Context: an optimization exercise on an open-source flow, tuned for small area, a short achievable clock period and few clock cycles. The choices shown serve that exercise and are no tape-out recipe. Function was checked by simulation only, so behaviour that the tests miss may differ from the original. Power figures rest on the tool's default switching activity, not on a simulated workload.

$ cat design.v
package cmac_pkg;
  typedef enum logic [2:0] {
    StIdle, StSkLd, StSkWait, StMsg, StBlkLd, StBlkWait, StFin
  } state_e;
  localparam logic [127:0] RB = 128'h87;
  function automatic logic [127:0] dbl(input logic [127:0] v);
    dbl = {v[126:0], 1'b0} ^ (v[127] ? RB : 128'h0);
  endfunction
  function automatic logic [127:0] pad_block(input logic [127:0] data, input logic [4:0] nbytes);
    logic [127:0] res;
    res = '0;
    for (int i = 0; i < 16; i++) begin
      if (5'(i) < nbytes) res[127-8*i -: 8] = data[127-8*i -: 8];
      else if (5'(i) == nbytes) res[127-8*i -: 8] = 8'h80;
    end
    pad_block = res;
  endfunction
endpackage
module cmac_subkey_gen #(
  parameter int unsigned KEY_REUSE = 1
) (
  input  logic         CLK,
  input  logic         Rst_n,
  input  logic         l_strobe,
  input  logic [127:0] l,
  input  logic         clear,
  input  logic [127:0] key_held,
  input  logic [127:0] key_new,
  output logic [127:0] k1,
  output logic [127:0] k2,
  output logic         subkey_valid,
  output logic         reuse
);
  logic [127:0] k1_d;
  always_comb begin
    k1_d  = cmac_pkg::dbl(l);
    reuse = (KEY_REUSE != 0) && subkey_valid && (key_new == key_held);
  end
  always_ff @(posedge CLK) begin
    if (!Rst_n) begin
      k1           <= '0;
      k2           <= '0;
      subkey_valid <= 1'b0;
    end else if (l_strobe) begin
      k1           <= k1_d;
      k2           <= cmac_pkg::dbl(k1_d);
      subkey_valid <= 1'b1;
    end else if (clear) begin
      subkey_valid <= 1'b0;
    end
  end
endmodule
module cmac_ctrl #(
  parameter int unsigned TIMEOUT_CYCLES = 64,
  parameter int unsigned KEY_REUSE      = 1
) (
  input  logic         CLK,
  input  logic         Rst_n,
  input  logic         start,
  input  logic [127:0] key,
  input  logic         msg_valid,
  output logic         msg_ready,
  input  logic [127:0] msg_data,
  input  logic         msg_last,
  input  logic [4:0]   msg_bytes,
  output logic [127:0] mac,
  output logic         mac_valid,
  output logic         busy,
  output logic         error,
  output logic         aes_ld,
  output logic [127:0] aes_key,
  output logic [127:0] aes_text_in,
  input  logic [127:0] aes_text_out,
  input  logic         aes_done
);
  localparam int unsigned CNT_W = $clog2(TIMEOUT_CYCLES + 1);
  localparam logic [CNT_W-1:0] CNT_LAST = CNT_W'(TIMEOUT_CYCLES - 2);
  cmac_pkg::state_e       state_r;
  logic [127:0] key_r;
  logic [127:0] x_r;
  logic         last_r;
  logic [CNT_W-1:0] cnt_r;
  logic [127:0] k1, k2, blk;
  logic         subkey_valid, reuse, l_strobe, timeout;
  assign aes_key = key_r;
  always_comb begin
    l_strobe = (state_r == cmac_pkg::StSkWait) && aes_done;
    timeout  = ((state_r == cmac_pkg::StSkWait) || (state_r == cmac_pkg::StBlkWait)) && !aes_done &&
               (cnt_r == CNT_LAST);
    if (!msg_last)                blk = x_r ^ msg_data;
    else if (msg_bytes >= 5'd16)  blk = x_r ^ msg_data ^ k1;
    else                          blk = x_r ^ cmac_pkg::pad_block(msg_data, msg_bytes) ^ k2;
  end
  cmac_subkey_gen #(
    .KEY_REUSE(KEY_REUSE)
  ) u_subkey (
    .CLK          (CLK),
    .Rst_n        (Rst_n),
    .l_strobe     (l_strobe),
    .l            (aes_text_out),
    .clear        (timeout),
    .key_held     (key_r),
    .key_new      (key),
    .k1           (k1),
    .k2           (k2),
    .subkey_valid (subkey_valid),
    .reuse        (reuse)
  );
  always_ff @(posedge CLK) begin
    if (!Rst_n) begin
      state_r     <= cmac_pkg::StIdle;
      key_r       <= '0;
      x_r         <= '0;
      last_r      <= 1'b0;
      cnt_r       <= '0;
      msg_ready   <= 1'b0;
      mac         <= '0;
      mac_valid   <= 1'b0;
      busy        <= 1'b0;
      error       <= 1'b0;
      aes_ld      <= 1'b0;
      aes_text_in <= '0;
    end else begin
      mac_valid <= 1'b0;
      error     <= 1'b0;
      aes_ld    <= 1'b0;
      case (state_r)
        cmac_pkg::StIdle: begin
          if (start) begin
            key_r <= key;
            busy  <= 1'b1;
            x_r   <= '0;
            if (reuse) begin
              state_r   <= cmac_pkg::StMsg;
              msg_ready <= 1'b1;
            end else begin
              state_r     <= cmac_pkg::StSkLd;
              aes_ld      <= 1'b1;
              aes_text_in <= '0;
            end
          end
        end
        cmac_pkg::StSkLd, cmac_pkg::StBlkLd: begin
          cnt_r   <= '0;
          state_r <= (state_r == cmac_pkg::StSkLd) ? cmac_pkg::StSkWait : cmac_pkg::StBlkWait;
        end
        cmac_pkg::StSkWait, cmac_pkg::StBlkWait: begin
          if (aes_done) begin
            if (state_r == cmac_pkg::StBlkWait) x_r <= aes_text_out;
            if ((state_r == cmac_pkg::StBlkWait) && last_r) begin
              state_r <= cmac_pkg::StFin;
            end else begin
              state_r   <= cmac_pkg::StMsg;
              msg_ready <= 1'b1;
            end
          end else if (timeout) begin
            error   <= 1'b1;
            busy    <= 1'b0;
            state_r <= cmac_pkg::StIdle;
          end else begin
            cnt_r <= cnt_r + CNT_W'(1);
          end
        end
        cmac_pkg::StMsg: begin
          if (msg_valid && msg_ready) begin
            msg_ready   <= 1'b0;
            aes_text_in <= blk;
            last_r      <= msg_last;
            aes_ld      <= 1'b1;
            state_r     <= cmac_pkg::StBlkLd;
          end
        end
        cmac_pkg::StFin: begin
          mac       <= x_r;
          mac_valid <= 1'b1;
          busy      <= 1'b0;
          state_r   <= cmac_pkg::StIdle;
        end
        default: state_r <= cmac_pkg::StIdle;
      endcase
    end
  end
endmodule
$ cat run.sh
#!/bin/bash
# synth_recipe.tcl (not shown) runs the flow's synth.tcl, then flattens the netlist and writes it again
# the make line also repeats each setting of config.mk as NAME=value (left out here)
make -C /OpenROAD-flow-scripts/flow DESIGN_CONFIG=/design/flow/config.mk WORK_HOME=/design/flow/orfs CLKGATE_MAP_FILE= SYNTH_SCRIPT=/design/flow/synth_recipe.tcl finish
$ cat config.mk
export PLATFORM = sky130hd
export DESIGN_NAME = cmac_ctrl
export DESIGN_NICKNAME = cmac_ctrl
export VERILOG_FILES = /design/flow/design.v
export SDC_FILE = /design/flow/constraint.sdc
export NUM_CORES = 4
export LEC_CHECK = 0
export CAP_MARGIN = 20
export CORE_MARGIN = 2
export CORE_UTILIZATION = 40
export SLEW_MARGIN = 20
$ cat constraint.sdc
create_clock -name core_clock -period 4.5 [get_ports {CLK}]
set_input_delay 0.9000 -clock core_clock [delete_from_list [all_inputs] [get_ports {CLK}]]
set_output_delay 0.9000 -clock core_clock [all_outputs]
set_load 0.01 [all_outputs]
==> run summary <==
==> worst paths after layout <==
path / cells past startpoint / start / slack, ns / endpoint
min reg2reg: 2 / mac[76] / 0.45 / mac[76]
max: 12 / key[117] / 0.55 / aes_text_in[72]
max reg2reg: 11 / key_r[117] / 1.01 / aes_text_in[72]
min: 2 / mac[76] / 0.45 / mac[76]
==> through the flow <==
| stage | power (mW) | instances |
|---|---|---|
| floorplan | 8.67 | 4077 |
| global placement | 10.2 | 5649 |
| detailed placement | 10.2 | 5649 |
| CTS | 16.6 | 5786 |
| global route | 17.1 | 5805 |
| finish | 16.5 | 5812 |
==> layout make-up <==
class	count	share of cell area
Clock inverter	29	0.00721
Timing Repair Buffer	832	0.197
Multi-Input combinational cell	3048	0.402
Inverter	59	0.00530
Sequential cell	660	0.306
Clock buffer	108	0.0512
Antenna cell	26	0.00150
Tap cell	1050	0.0304
==> state kept, by name (all words and copies together), names as in the netlist <==
name	cells
x_r	128
u_subkey.k1	127
busy	1
mac_valid	1
cnt_r	7
aes_text_in	128
msg_ready	1
u_subkey.subkey_valid	1
error	1
aes_ld	1
mac	128
u_subkey.k2	4
key_r	128
last_r	1
state_r	3
==> kinds of logic (layout without fill, tap and decap cells) <==
kind of cell	Yosys count	after routing	share of synthesized area
simple gates	1489	1489	0.191
compound gates	1031	1031	0.200
flops	660	660	0.412
xor+xnor	417	417	0.114
buf+inv	369	1028	0.0490
mux	109	109	0.0340
fa+ha+maj	2	2	0.000779
other cells	0	26	0
==> power groups by stage <==
stage	clock network, mW	registers (mW)	logic (mW)
floorplan	0	6.55	2.12
global placement	0	6.55	3.65
detailed placement	0	6.55	3.66
CTS	6.46	6.43	3.68
global route	6.71	6.47	3.93
finish	6.37	6.43	3.68
==> layout by cell type, fill, tap and decap left out, types with 5 or more instances in the layout <==
master,netlist,final
nand2_1,1070,1065
clkdlybuf4s50_1,0,780
dfxtp_1,660,660
a21oi_1,470,470
xnor2_1,229,229
xor2_1,188,188
nor2_1,177,177
o21ai_0,148,148
a22oi_1,129,129
mux2i_1,109,109
o22ai_1,84,84
clkbuf_16,0,78
nand3_1,70,68
a221o_1,65,65
inv_1,54,54
nor4_1,52,52
nand2b_1,47,47
a211o_1,31,31
diode_2,0,26
nor2b_1,26,26
buf_4,0,26
buf_12,9,23
a31o_1,20,20
clkinv_2,0,18
a31o_2,17,17
o221ai_1,17,17
clkbuf_8,0,16
clkbuf_1,274,15
nand4_1,13,13
a221oi_1,7,7
a211oi_1,7,7
nor3_1,9,7
a2111oi_0,6,6
o2bb2ai_1,6,6
bufinv_16,0,5
==> layer usage <==
layer	up-vias	part of all wire	track usage	routed length, um
li1	15200	-	-	-
met1	15200	0.42	0.393	55400
met5	-	0.0012	0	161
met4	24	0.029	0.0924	3800
met2	1103	0.47	0.503	62200
met3	198	0.075	0.0694	9930
==> critical path, delay by kind of cell <==
family / cells / cell delay, ns
mux: 1 / 0.20
simple gates: 4 / 0.82
buf+inv: 4 / 1.12
compound gates: 3 / 1.40
==> flow_metrics.py <==
metrics = {
    "status": {
        "outcome": "finished clean",
    },
    "placed_design": {
        "portBuffers": 783,
        "gp_congestion": 0.918,
        "place_ws_ns": 0.127,
        "dpl_cell_area_sq_um": 40600,
        "hpwlAfterDp_um": 93300,
    },
    "final_layout": {
        "area_delta_synth_final_pct": 34.7,
        "seqCellArea_sq_um": 13200,
        "final_util": 0.545,
        "drive_gt1_frac": 0.0454,
        "n_fill_cell": 7564,
        "design_area_sq_um": 43200,
        "multi_input_area_sq_um": 17400,
        "nets": 5074,
    },
    "clock_tree": {
        "path_clk_slew_ns": 0.06,
        "clockRootBuffer": "clkbuf_16",
        "clock_latency_ns": 0.63,
        "post_cts_resized": 0,
        "cts_tree": "done",
        "post_cts_buffers": 0,
        "cts_made_buffers": 76,
        "cts_hold_buf": 0,
        "htreeDepth": 3,
        "clock_path_buffers": 3,
        "clock-sinks": 660,
    },
    "die": {
        "dieHeight_um": 287,
        "die_w_um": 287,
        "start_util": 0.405,
        "core_region_area_sq_um": 79300,
        "top_level_ports": 784,
        "die-area_sq_um": 82500,
        "rows": 103,
    },
    "route": {
        "wl_um": 132000,
        "drtIter0Drc": 2478,
        "vias": 31700,
        "ant_nets": 0,
        "avgViaCountPerCell": 5.45,
        "drt-pass1-iter-count": 6,
        "avgRoutedWirePerCell_um": 22.6,
        "drc": 0,
    },
    "power": {
        "p_per_area_nw_per_um2": 381,
        "combPwrFrac": 0.223,
        "p_clk_frac": 0.386,
        "p_switching_mw": 5.06,
        "seqPwrFrac": 0.390,
        "irDropWorstVdd_mv": 0.306,
        "cellLeakagePower_nw": 15.6,
        "p_int_mw": 11.4,
        "swShare": 0.307,
    },
    "setup_path": {
        "start_kind": "primary input",
        "critical-path-max-stage-delay_ns": 0.80,
        "critPathRequiredTime_ns": 5.03,
        "cp_slowest_cell": "a2111oi_0",
        "worstPathCellList": "clkdlybuf4s50_1, nor2b_1, a2111oi_0, buf_4, nand4_1, nor4_1, nand4_1, o31ai_4, a21o_4, buf_12, buf_12, mux2i_1",
        "path_class": "in -> reg",
        "crit_fanout": 21,
        "end_kind": "flop",
        "arrival_ns": 4.49,
    },
    "logic_synthesis": {
        "ys_types": 64,
        "synthCells": 4077,
        "synth_top_area_share": 0.412,
        "syn_area_sq_um": 32100,
        "synth-seq-area-share": 0.412,
        "avgSynthCellArea_sq_um": 7.87,
        "ys_seq_elements": 660,
        "synth_warnings": 2,
        "synth_enable_flop_cells": 0,
        "ys_top_cells_by_count": "nand2_1, dfxtp_1, a21oi_1",
        "yosysTopAreaCell": "dfxtp_1",
        "ys.flop_type": "dfxtp_1",
        "async_flop_share": 0,
        "syn_nets": 4474,
        "yosys.cell_count.top_type": "nand2_1",
        "synthTopCellsByArea": "dfxtp_1, nand2_1, a21oi_1",
    },
    "timing": {
        "finalHoldViolCount": 0,
        "rsz0062_at_grt": "false",
        "layout_setup_ws_ns": 0.546,
        "final.setup.tns_ns": 0,
        "slew_headroom": 0.292,
        "worst_pin_slew_ns": 1.06,
        "finalCritPeriodShare": 0.879,
        "post-route-min-period_ns": 3.95,
        "hold_slack_ns": 0.452,
        "maxSlewViolCount": 0,
        "setup_violations": 0,
        "clock.fmax_mhz": 253,
        "fin_skew_ns": 0.0293,
    },
    "worst_hold_path": {
        "hp-class": "reg -> reg",
    },
    "grt": {
        "grt_overflow": 0,
        "grt_pass1_wl_um": 192000,
        "grt_pass1_vias": 29200,
        "antenna_found_initial": 39,
        "globalRouteTotalUtil": 0.304,
        "grt_max_degree": 204,
    },
    "run": {
        "drv_cap": 0,
    },
}
Testbench counts, summed over its fixed seeds: cycles 13,556.
